This is an optimization exercise on Yosys and OpenROAD, whose aim is small area, not a production implementation.
The RTL was checked by simulation tests, not by an equivalence proof against the original design.
No activity file was given, so power comes from the tool's default toggle rates.

==> inputs of run a <==
Design game_core, start of the top module:
module game_core #(
  parameter int n_pipes     = geom_pkg::max_pipes,
  parameter int n_goodies   = geom_pkg::max_goodies,
  parameter int move_period = 1000,
  parameter int win_score   = game_pkg::default_win_score
) (
  input  logic        slower_clk,
  input  logic        reset,
  input  logic        btn_up,
  input  logic        btn_down,
  input  logic        btn_left,
  input  logic        btn_right,
  input  logic        start,
  output logic [10:0] player_x,
  output logic [9:0]  player_y,
  output logic [3:0]  score,
  output logic        collided,
  output logic [1:0]  state
);
clock: 10.0 ns
lec_check: 0
cap_margin: 20
core_margin: 2
core_utilization: 40
slew_margin: 20
standard.sh (not shown) runs the stock make flow with config.mk's settings and CLKGATE_MAP_FILE= SYNTH_SCRIPT=/design/flow/synth_recipe.tcl, a recipe that flattens the netlist after the stock synthesis.
==> flow/flow/run.sh <==
#!/bin/bash
# Own layout flow: the standard flow, with
#  - synthesis mapped by ABC with an area script and no separate full/half
#    adder extraction (the registers and their cells are unchanged);
#  - clock tree synthesis without dummy loads, with smaller clock buffers
#    and larger sink clusters;
#  - the port buffers (every input and output still gets one) made with the
#    smallest buffer cell.
# Each step's full output goes to a log file in the work folder.
set -euo pipefail
W=$(pwd)
sed "s|@ABC@|$W/flow/area.abc|" flow/synth.tcl.in > "$W/own_synth.tcl"
bash standard.sh SYNTH_SCRIPT="$W/own_synth.tcl" ADDER_MAP_FILE= synth > "$W/own_synth.log" 2>&1
bash standard.sh \
  "CTS_ARGS=-sink_clustering_enable -repair_clock_nets -dont_use_dummy_load -buf_list sky130_fd_sc_hd__clkbuf_8 -sink_clustering_size 30 -sink_clustering_max_diameter 100" \
  "BUFFER_PORTS_ARGS=-buffer_cell sky130_fd_sc_hd__buf_1" \
  finish > "$W/own_layout.log" 2>&1
==> flow/flow/area.abc <==
strash
dc2
dch -f
amap
strash
dc2
dch -f
amap
==> flow/flow/synth.tcl.in <==
# The standard flow's synthesis (synth_recipe.tcl) with ABC given an area-oriented script
proc synth {args} { yosys synth -nofsm -noshare {*}$args }
proc abc {args} {
  set i [lsearch -exact $args -script]
  if {$i >= 0} { set args [lreplace $args [expr {$i + 1}] [expr {$i + 1}] {@ABC@}] }
  yosys abc {*}$args
}
source $::env(SCRIPTS_DIR)/synth.tcl
# left out here: clear keep_hierarchy, flatten, clean up, hide names made inside functions, write 1_2_yosys.v
==> run b: changes against run a <==
--- a/flow/flow/run.sh
+++ b/flow/flow/run.sh
@@ -1,8 +1,9 @@
 #!/bin/bash
 # Own layout flow: the standard flow, with
-#  - synthesis mapped by ABC with an area script and no separate full/half
+#  - synthesis mapped by ABC with an area script (SAT-based deep synthesis,
+#    then area mapping) and no separate full/half
 #    adder extraction (the registers and their cells are unchanged);
 #  - clock tree synthesis without dummy loads, with smaller clock buffers
 #    and larger sink clusters;
 #  - the port buffers (every input and output still gets one) made with the
 #    smallest buffer cell.
==> flow/flow/area.abc (replaced) <==
strash
&get -n
&deepsyn -T 120
&put
dch -f
amap
strash
&get -n
&deepsyn -T 120
&put
dch -f
amap
Settings changed: CORE_UTILIZATION 40 to 70.
==> run c: changes against run a <==
--- a/flow/design.v
+++ b/flow/design.v
@@ -114,11 +114,10 @@
     end
   end
 endmodule
 module gc_rate (
   input  logic       clk, init,
-  input  logic [2:0] r8,           
   output logic       tick,
   output logic [9:1] pstep
 );
   logic [9:0] base;
   assign tick = (base == 10'd690);
@@ -127,19 +126,25 @@
       base <= 10'd0;
     end else begin
       base <= {base[8:0], ~(base[9] ^ base[6])};
     end
   end
+  logic [2:0] r8;
   logic [1:0] r3, r9h;   
   logic [2:0] r5, r7;
   always_ff @(posedge clk) begin
     if (init) begin
+      r8  <= '0;
       r3  <= '0;
       r9h <= '0;
       r5  <= '0;
       r7  <= '0;
     end else if (tick) begin
+      case (r8)
+        3'd0: r8 <= 3'd1; 3'd1: r8 <= 3'd2; 3'd2: r8 <= 3'd3; 3'd3: r8 <= 3'd4;
+        3'd4: r8 <= 3'd5; 3'd5: r8 <= 3'd6; 3'd6: r8 <= 3'd7; default: r8 <= 3'd0;
+      endcase
       case (r3)
         2'd0: r3 <= 2'd1; 2'd1: r3 <= 2'd2; default: r3 <= 2'd0;
       endcase
       if (r3[1]) begin
         case (r9h)
@@ -192,53 +197,42 @@
   input  logic       clk, init, tick,
   input  logic       mv_l, mv_r,      
   input  logic [6:0] kx,
   input  logic [7:0] ky,
   output logic [8:0] gov,
-  output logic       hit0,
-  output logic [2:0] t8       
+  output logic       hit0
 );
   logic [3:0] qj, qj_n;
-  logic [4:0] qa, qa_n;
-  logic [1:0] qb, qb_n;
+  logic [6:0] qr, qr_n;
   always_comb begin
     logic [11:0] s12;
-    logic [5:0]  s;     
-    logic        cb, dec, neg, over, top, bot;
-    cb   = tick & qb[1] & qb[0];
-    qb_n = {qb[1] ^ (tick & qb[0]), qb[0] ^ tick};
-    dec  = mv_l & ~cb;
-    s12  = gc_fn::add12c({7'd0, qa}, {{10{dec}}, dec | (mv_r & cb), dec | (~mv_l & (mv_r ^ cb))}, 1'b0);
-    s    = s12[5:0];
+    logic [7:0] s;      
+    logic       neg, over, top;
+    s12 = gc_fn::add12c({5'd0, qr}, {{9{mv_l}}, mv_l | mv_r, 2'b00}, tick);
+    s = s12[7:0];
+    neg  = s[7];
     top  = (qj == 4'd12);
-    bot  = (qj == 4'd0);
-    neg  = s[5];
-    over = ~neg & (top ? gc_fn::ge12({6'd0, s}, 12'd20) : gc_fn::ge12({6'd0, s}, 12'd25));
+    over = ~neg & (top ? gc_fn::ge12({4'd0, s}, 12'd80) : gc_fn::ge12({4'd0, s}, 12'd100));
     qj_n = qj;
-    qa_n = s[4:0];
+    qr_n = s[6:0];
     if (over) begin
-      qa_n = top ? 5'(s - 6'd20) : 5'(s - 6'd25);
+      qr_n = top ? 7'(s - 8'd80) : 7'(s - 8'd100);
       qj_n = top ? 4'd0 : qj + 4'd1;
     end else if (neg) begin
-      qa_n = bot ? 5'd19 : 5'd24;
-      qj_n = bot ? 4'd12 : qj - 4'd1;
+      qr_n = (qj == 4'd0) ? 7'(s + 8'd80) : 7'(s + 8'd100);
+      qj_n = (qj == 4'd0) ? 4'd12 : qj - 4'd1;
     end
   end
   always_ff @(posedge clk) begin
     if (init) begin
       qj <= 4'd1;
-      qa <= 5'd0;
-      qb <= 2'd0;
+      qr <= 7'd0;
     end else begin
       qj <= qj_n;
-      qa <= qa_n;
-      qb <= qb_n;
+      qr <= qr_n;
     end
   end
-  logic [6:0] qr;     
-  assign qr = {qa, qb};
-  assign t8 = {qj[0] ^ qa[0] ^ kx[0], qb};
   function automatic int GY(int j);
     case (j)
       0: GY = 200; 1: GY = 300; 2: GY = 400; 3: GY = 380; 4: GY = 560;
       5: GY = 490; 6: GY = 637; 7: GY = 555; default: GY = 710;
     endcase
@@ -291,20 +285,16 @@
   assign xa = ({11{prow[1]}} & pxs[0 +: 11]) | ({11{prow[2]}} & pxs[11 +: 11]) |
               ({11{prow[4]}} & pxs[33 +: 11]) | ({11{prow[5]}} & pxs[44 +: 11]) |
               ({11{prow[7]}} & pxs[66 +: 11]);
   assign xb = ({11{prow[3]}} & pxs[22 +: 11]) | ({11{prow[6]}} & pxs[55 +: 11]) |
               ({11{prow[8]}} & pxs[77 +: 11]) | ({11{prow[9]}} & pxs[88 +: 11]);
-  logic [11:0] da, db, ea, eb;
-  assign da = gc_fn::add12c({3'b000, xa[10:2]}, ~{5'b00000, kx}, 1'b1);
-  assign db = gc_fn::add12c({3'b000, xb[10:2]}, ~{5'b00000, kx}, 1'b1);
-  assign ea = {da[9:0], xa[1:0]};
-  assign eb = {db[9:0], xb[1:0]};
-  function automatic logic near(logic [11:0] e);
-    near = e[11] ? gc_fn::ge12(e, 12'(4096 - 99)) : gc_fn::le12(e, 12'd46);
-  endfunction
-  assign hit = ((prow[1] | prow[2] | prow[4] | prow[5] | prow[7]) & near(ea)) |
-               ((prow[3] | prow[6] | prow[8] | prow[9]) & near(eb));
+  logic [11:0] c, ea, eb;
+  assign c  = gc_fn::add12(~{3'b000, kx, 2'b00}, 12'd100);
+  assign ea = gc_fn::add12({1'b0, xa}, c);
+  assign eb = gc_fn::add12({1'b0, xb}, c);
+  assign hit = ((prow[1] | prow[2] | prow[4] | prow[5] | prow[7]) & gc_fn::le12(ea, 12'd145)) |
+               ((prow[3] | prow[6] | prow[8] | prow[9]) & gc_fn::le12(eb, 12'd145));
 endmodule
 module gc_game (
   input  logic       clk, reset, start,
   input  logic [8:0] gov,
   input  logic       hit,
@@ -375,31 +365,30 @@
   output logic        collided,
   output logic [1:0]  state
 );
   logic        play, init, tick, hit0, hitl, mv_l, mv_r;
   logic [9:1]  pstep;
-  logic [2:0]  t8;
   logic [6:0]  kx;
   logic [7:0]  ky;
   logic [8:0]  gov;
   logic [98:0] pxs;
   assign player_x = {2'b00, kx, 2'b00};
   assign player_y = {ky, 2'b10};
   gc_player u_player (
     .clk(slower_clk), .init, .play, .btn_up, .btn_down, .btn_left, .btn_right, .kx, .ky, .mv_l, .mv_r
   );
-  gc_rate u_rate (.clk(slower_clk), .init, .r8(t8), .tick, .pstep);
+  gc_rate u_rate (.clk(slower_clk), .init, .tick, .pstep);
   gc_pipe #(.START(11'd450))  u_pipe1 (.clk(slower_clk), .init, .step(tick & pstep[1]), .x(pxs[0 +: 11]));
   gc_pipe #(.START(11'd500))  u_pipe2 (.clk(slower_clk), .init, .step(tick & pstep[2]), .x(pxs[11 +: 11]));
   gc_pipe #(.START(11'd650))  u_pipe3 (.clk(slower_clk), .init, .step(tick & pstep[3]), .x(pxs[22 +: 11]));
   gc_pipe #(.START(11'd800))  u_pipe4 (.clk(slower_clk), .init, .step(tick & pstep[4]), .x(pxs[33 +: 11]));
   gc_pipe #(.START(11'd950))  u_pipe5 (.clk(slower_clk), .init, .step(tick & pstep[5]), .x(pxs[44 +: 11]));
   gc_pipe #(.START(11'd1100)) u_pipe6 (.clk(slower_clk), .init, .step(tick & pstep[6]), .x(pxs[55 +: 11]));
   gc_pipe #(.START(11'd1280)) u_pipe7 (.clk(slower_clk), .init, .step(tick & pstep[7]), .x(pxs[66 +: 11]));
   gc_pipe #(.START(11'd1200)) u_pipe8 (.clk(slower_clk), .init, .step(tick & pstep[8]), .x(pxs[77 +: 11]));
   gc_pipe #(.START(11'd1280)) u_pipe9 (.clk(slower_clk), .init, .step(tick & pstep[9]), .x(pxs[88 +: 11]));
-  gc_rel u_rel (.clk(slower_clk), .init, .tick, .mv_l, .mv_r, .kx, .ky, .gov, .hit0, .t8);
+  gc_rel u_rel (.clk(slower_clk), .init, .tick, .mv_l, .mv_r, .kx, .ky, .gov, .hit0);
   gc_lanes u_lanes (.kx, .ky, .pxs, .hit(hitl));
   gc_game u_game (
     .clk(slower_clk), .reset, .start, .gov, .hit(hit0 | hitl),
     .play, .init, .score, .collided, .state
   );
==> flow/run.sh (new file) <==
#!/bin/bash
# synth_recipe.tcl (not shown) runs the flow's synth.tcl, then flattens the netlist and writes it again
# the make line also repeats each setting of config.mk as NAME=value (left out here)
make -C /OpenROAD-flow-scripts/flow DESIGN_CONFIG=/design/flow/config.mk WORK_HOME=/design/flow/orfs CLKGATE_MAP_FILE= SYNTH_SCRIPT=/design/flow/synth_recipe.tcl finish
removed: flow/flow/run.sh
removed: flow/flow/area.abc
removed: flow/flow/synth.tcl.in
removed: flow/standard.sh
==> run d: changes against run a <==
--- a/flow/design.v
+++ b/flow/design.v
@@ -114,11 +114,10 @@
     end
   end
 endmodule
 module gc_rate (
   input  logic       clk, init,
-  input  logic [2:0] r8,           
   output logic       tick,
   output logic [9:1] pstep
 );
   logic [9:0] base;
   assign tick = (base == 10'd690);
@@ -127,19 +126,25 @@
       base <= 10'd0;
     end else begin
       base <= {base[8:0], ~(base[9] ^ base[6])};
     end
   end
+  logic [2:0] r8;
   logic [1:0] r3, r9h;   
   logic [2:0] r5, r7;
   always_ff @(posedge clk) begin
     if (init) begin
+      r8  <= '0;
       r3  <= '0;
       r9h <= '0;
       r5  <= '0;
       r7  <= '0;
     end else if (tick) begin
+      case (r8)
+        3'd0: r8 <= 3'd1; 3'd1: r8 <= 3'd2; 3'd2: r8 <= 3'd3; 3'd3: r8 <= 3'd4;
+        3'd4: r8 <= 3'd5; 3'd5: r8 <= 3'd6; 3'd6: r8 <= 3'd7; default: r8 <= 3'd0;
+      endcase
       case (r3)
         2'd0: r3 <= 2'd1; 2'd1: r3 <= 2'd2; default: r3 <= 2'd0;
       endcase
       if (r3[1]) begin
         case (r9h)
@@ -192,53 +197,42 @@
   input  logic       clk, init, tick,
   input  logic       mv_l, mv_r,      
   input  logic [6:0] kx,
   input  logic [7:0] ky,
   output logic [8:0] gov,
-  output logic       hit0,
-  output logic [2:0] t8       
+  output logic       hit0
 );
   logic [3:0] qj, qj_n;
-  logic [4:0] qa, qa_n;
-  logic [1:0] qb, qb_n;
+  logic [6:0] qr, qr_n;
   always_comb begin
     logic [11:0] s12;
-    logic [5:0]  s;     
-    logic        cb, dec, neg, over, top, bot;
-    cb   = tick & qb[1] & qb[0];
-    qb_n = {qb[1] ^ (tick & qb[0]), qb[0] ^ tick};
-    dec  = mv_l & ~cb;
-    s12  = gc_fn::add12c({7'd0, qa}, {{10{dec}}, dec | (mv_r & cb), dec | (~mv_l & (mv_r ^ cb))}, 1'b0);
-    s    = s12[5:0];
+    logic [7:0] s;      
+    logic       neg, over, top;
+    s12 = gc_fn::add12c({5'd0, qr}, {{9{mv_l}}, mv_l | mv_r, 2'b00}, tick);
+    s = s12[7:0];
+    neg  = s[7];
     top  = (qj == 4'd12);
-    bot  = (qj == 4'd0);
-    neg  = s[5];
-    over = ~neg & (top ? gc_fn::ge12({6'd0, s}, 12'd20) : gc_fn::ge12({6'd0, s}, 12'd25));
+    over = ~neg & (top ? gc_fn::ge12({4'd0, s}, 12'd80) : gc_fn::ge12({4'd0, s}, 12'd100));
     qj_n = qj;
-    qa_n = s[4:0];
+    qr_n = s[6:0];
     if (over) begin
-      qa_n = top ? 5'(s - 6'd20) : 5'(s - 6'd25);
+      qr_n = top ? 7'(s - 8'd80) : 7'(s - 8'd100);
       qj_n = top ? 4'd0 : qj + 4'd1;
     end else if (neg) begin
-      qa_n = bot ? 5'd19 : 5'd24;
-      qj_n = bot ? 4'd12 : qj - 4'd1;
+      qr_n = (qj == 4'd0) ? 7'(s + 8'd80) : 7'(s + 8'd100);
+      qj_n = (qj == 4'd0) ? 4'd12 : qj - 4'd1;
     end
   end
   always_ff @(posedge clk) begin
     if (init) begin
       qj <= 4'd1;
-      qa <= 5'd0;
-      qb <= 2'd0;
+      qr <= 7'd0;
     end else begin
       qj <= qj_n;
-      qa <= qa_n;
-      qb <= qb_n;
+      qr <= qr_n;
     end
   end
-  logic [6:0] qr;     
-  assign qr = {qa, qb};
-  assign t8 = {qj[0] ^ qa[0] ^ kx[0], qb};
   function automatic int GY(int j);
     case (j)
       0: GY = 200; 1: GY = 300; 2: GY = 400; 3: GY = 380; 4: GY = 560;
       5: GY = 490; 6: GY = 637; 7: GY = 555; default: GY = 710;
     endcase
@@ -291,20 +285,16 @@
   assign xa = ({11{prow[1]}} & pxs[0 +: 11]) | ({11{prow[2]}} & pxs[11 +: 11]) |
               ({11{prow[4]}} & pxs[33 +: 11]) | ({11{prow[5]}} & pxs[44 +: 11]) |
               ({11{prow[7]}} & pxs[66 +: 11]);
   assign xb = ({11{prow[3]}} & pxs[22 +: 11]) | ({11{prow[6]}} & pxs[55 +: 11]) |
               ({11{prow[8]}} & pxs[77 +: 11]) | ({11{prow[9]}} & pxs[88 +: 11]);
-  logic [11:0] da, db, ea, eb;
-  assign da = gc_fn::add12c({3'b000, xa[10:2]}, ~{5'b00000, kx}, 1'b1);
-  assign db = gc_fn::add12c({3'b000, xb[10:2]}, ~{5'b00000, kx}, 1'b1);
-  assign ea = {da[9:0], xa[1:0]};
-  assign eb = {db[9:0], xb[1:0]};
-  function automatic logic near(logic [11:0] e);
-    near = e[11] ? gc_fn::ge12(e, 12'(4096 - 99)) : gc_fn::le12(e, 12'd46);
-  endfunction
-  assign hit = ((prow[1] | prow[2] | prow[4] | prow[5] | prow[7]) & near(ea)) |
-               ((prow[3] | prow[6] | prow[8] | prow[9]) & near(eb));
+  logic [11:0] c, ea, eb;
+  assign c  = gc_fn::add12(~{3'b000, kx, 2'b00}, 12'd100);
+  assign ea = gc_fn::add12({1'b0, xa}, c);
+  assign eb = gc_fn::add12({1'b0, xb}, c);
+  assign hit = ((prow[1] | prow[2] | prow[4] | prow[5] | prow[7]) & gc_fn::le12(ea, 12'd145)) |
+               ((prow[3] | prow[6] | prow[8] | prow[9]) & gc_fn::le12(eb, 12'd145));
 endmodule
 module gc_game (
   input  logic       clk, reset, start,
   input  logic [8:0] gov,
   input  logic       hit,
@@ -375,31 +365,30 @@
   output logic        collided,
   output logic [1:0]  state
 );
   logic        play, init, tick, hit0, hitl, mv_l, mv_r;
   logic [9:1]  pstep;
-  logic [2:0]  t8;
   logic [6:0]  kx;
   logic [7:0]  ky;
   logic [8:0]  gov;
   logic [98:0] pxs;
   assign player_x = {2'b00, kx, 2'b00};
   assign player_y = {ky, 2'b10};
   gc_player u_player (
     .clk(slower_clk), .init, .play, .btn_up, .btn_down, .btn_left, .btn_right, .kx, .ky, .mv_l, .mv_r
   );
-  gc_rate u_rate (.clk(slower_clk), .init, .r8(t8), .tick, .pstep);
+  gc_rate u_rate (.clk(slower_clk), .init, .tick, .pstep);
   gc_pipe #(.START(11'd450))  u_pipe1 (.clk(slower_clk), .init, .step(tick & pstep[1]), .x(pxs[0 +: 11]));
   gc_pipe #(.START(11'd500))  u_pipe2 (.clk(slower_clk), .init, .step(tick & pstep[2]), .x(pxs[11 +: 11]));
   gc_pipe #(.START(11'd650))  u_pipe3 (.clk(slower_clk), .init, .step(tick & pstep[3]), .x(pxs[22 +: 11]));
   gc_pipe #(.START(11'd800))  u_pipe4 (.clk(slower_clk), .init, .step(tick & pstep[4]), .x(pxs[33 +: 11]));
   gc_pipe #(.START(11'd950))  u_pipe5 (.clk(slower_clk), .init, .step(tick & pstep[5]), .x(pxs[44 +: 11]));
   gc_pipe #(.START(11'd1100)) u_pipe6 (.clk(slower_clk), .init, .step(tick & pstep[6]), .x(pxs[55 +: 11]));
   gc_pipe #(.START(11'd1280)) u_pipe7 (.clk(slower_clk), .init, .step(tick & pstep[7]), .x(pxs[66 +: 11]));
   gc_pipe #(.START(11'd1200)) u_pipe8 (.clk(slower_clk), .init, .step(tick & pstep[8]), .x(pxs[77 +: 11]));
   gc_pipe #(.START(11'd1280)) u_pipe9 (.clk(slower_clk), .init, .step(tick & pstep[9]), .x(pxs[88 +: 11]));
-  gc_rel u_rel (.clk(slower_clk), .init, .tick, .mv_l, .mv_r, .kx, .ky, .gov, .hit0, .t8);
+  gc_rel u_rel (.clk(slower_clk), .init, .tick, .mv_l, .mv_r, .kx, .ky, .gov, .hit0);
   gc_lanes u_lanes (.kx, .ky, .pxs, .hit(hitl));
   gc_game u_game (
     .clk(slower_clk), .reset, .start, .gov, .hit(hit0 | hitl),
     .play, .init, .score, .collided, .state
   );
==> comparison <==
- Of run d and run c, run c has the higher non-clock buffer count (gap 1).
- Count of clock-buffer cells in the layout is the same in run a and run b.
- First-iteration DRC count: run c < run a < run d < run b.
- Flip-flop and latch count: run d is higher than run b (3).
- In run c the global-route usage is lower than in run a, by 2.7 points.
==> figures <==
item                                                                                       run a                     run c                    run b                    run d
Status                                                                   complete, no violations   complete, no violations  complete, no violations  complete, no violations
Proportion of final cell area spent on non-clock buffers                                  0.0210                    0.0335                   0.0184                   0.0199
Worst slew pin tran                                                                     0.813 ns                  0.835 ns                 0.855 ns                  1.09 ns
Most frequently used cell type in the post-synthesis netlist             sky130_fd_sc_hd__nor2_1  sky130_fd_sc_hd__dfxtp_1  sky130_fd_sc_hd__nor2_1  sky130_fd_sc_hd__nor2_1
Register-to-register setup slack                                                         4.79 ns                   3.52 ns                  4.57 ns                  4.55 ns
Proportion of cell area spent on the clock network                                        0.0272                    0.0589                   0.0287                   0.0269
Utilization of the core after routing                                                      0.443                     0.454                    0.758                    0.445
Power per standard cell area                                                          120 nW/µm²                129 nW/µm²               126 nW/µm²               120 nW/µm²
Weighted congestion reported at the end of routability-driven placement                    0.857                     0.830                    0.947                    0.923
Horiz. Die Dim                                                                            144 µm                    158 µm                   108 µm                   145 µm
Footprint of the flip-flops and latches                                                 3220 µm²                  3280 µm²                 3220 µm²                 3280 µm²

-- re-timing with driven ports --
How much do the figures lean on ideal ports? The routed layouts below were timed once more, with nothing changed but the port constraints.
Step 1, drivers: a clkbuf_16 drives slower_clk and a buf_2 each remaining input, both assumed.
Step 2 also shifts input and output timing later by t, the mid clock arrival at the registers, as if the neighbouring blocks saw the same clock.
a / b / c = ideal / step 1 / step 2; a / b = the first two.
run | shift t [ns] | setup slack, ns | worst setup path at the end
run a | 0.487 | 4.430 / 4.441 / 3.954 | input to register
run b | 0.490 | 4.383 / 4.402 / 3.912 | input to register
run c | 0.477 | 3.384 / 3.403 / 2.927 | input to register
run d | 0.499 | 4.555 / 4.555 / 4.186 | input to register
After both steps setup and hold are still met in every run listed. For run a, which loses most, drivers alone change the setup slack by +0.011 ns; drivers and shift together by -0.476 ns.
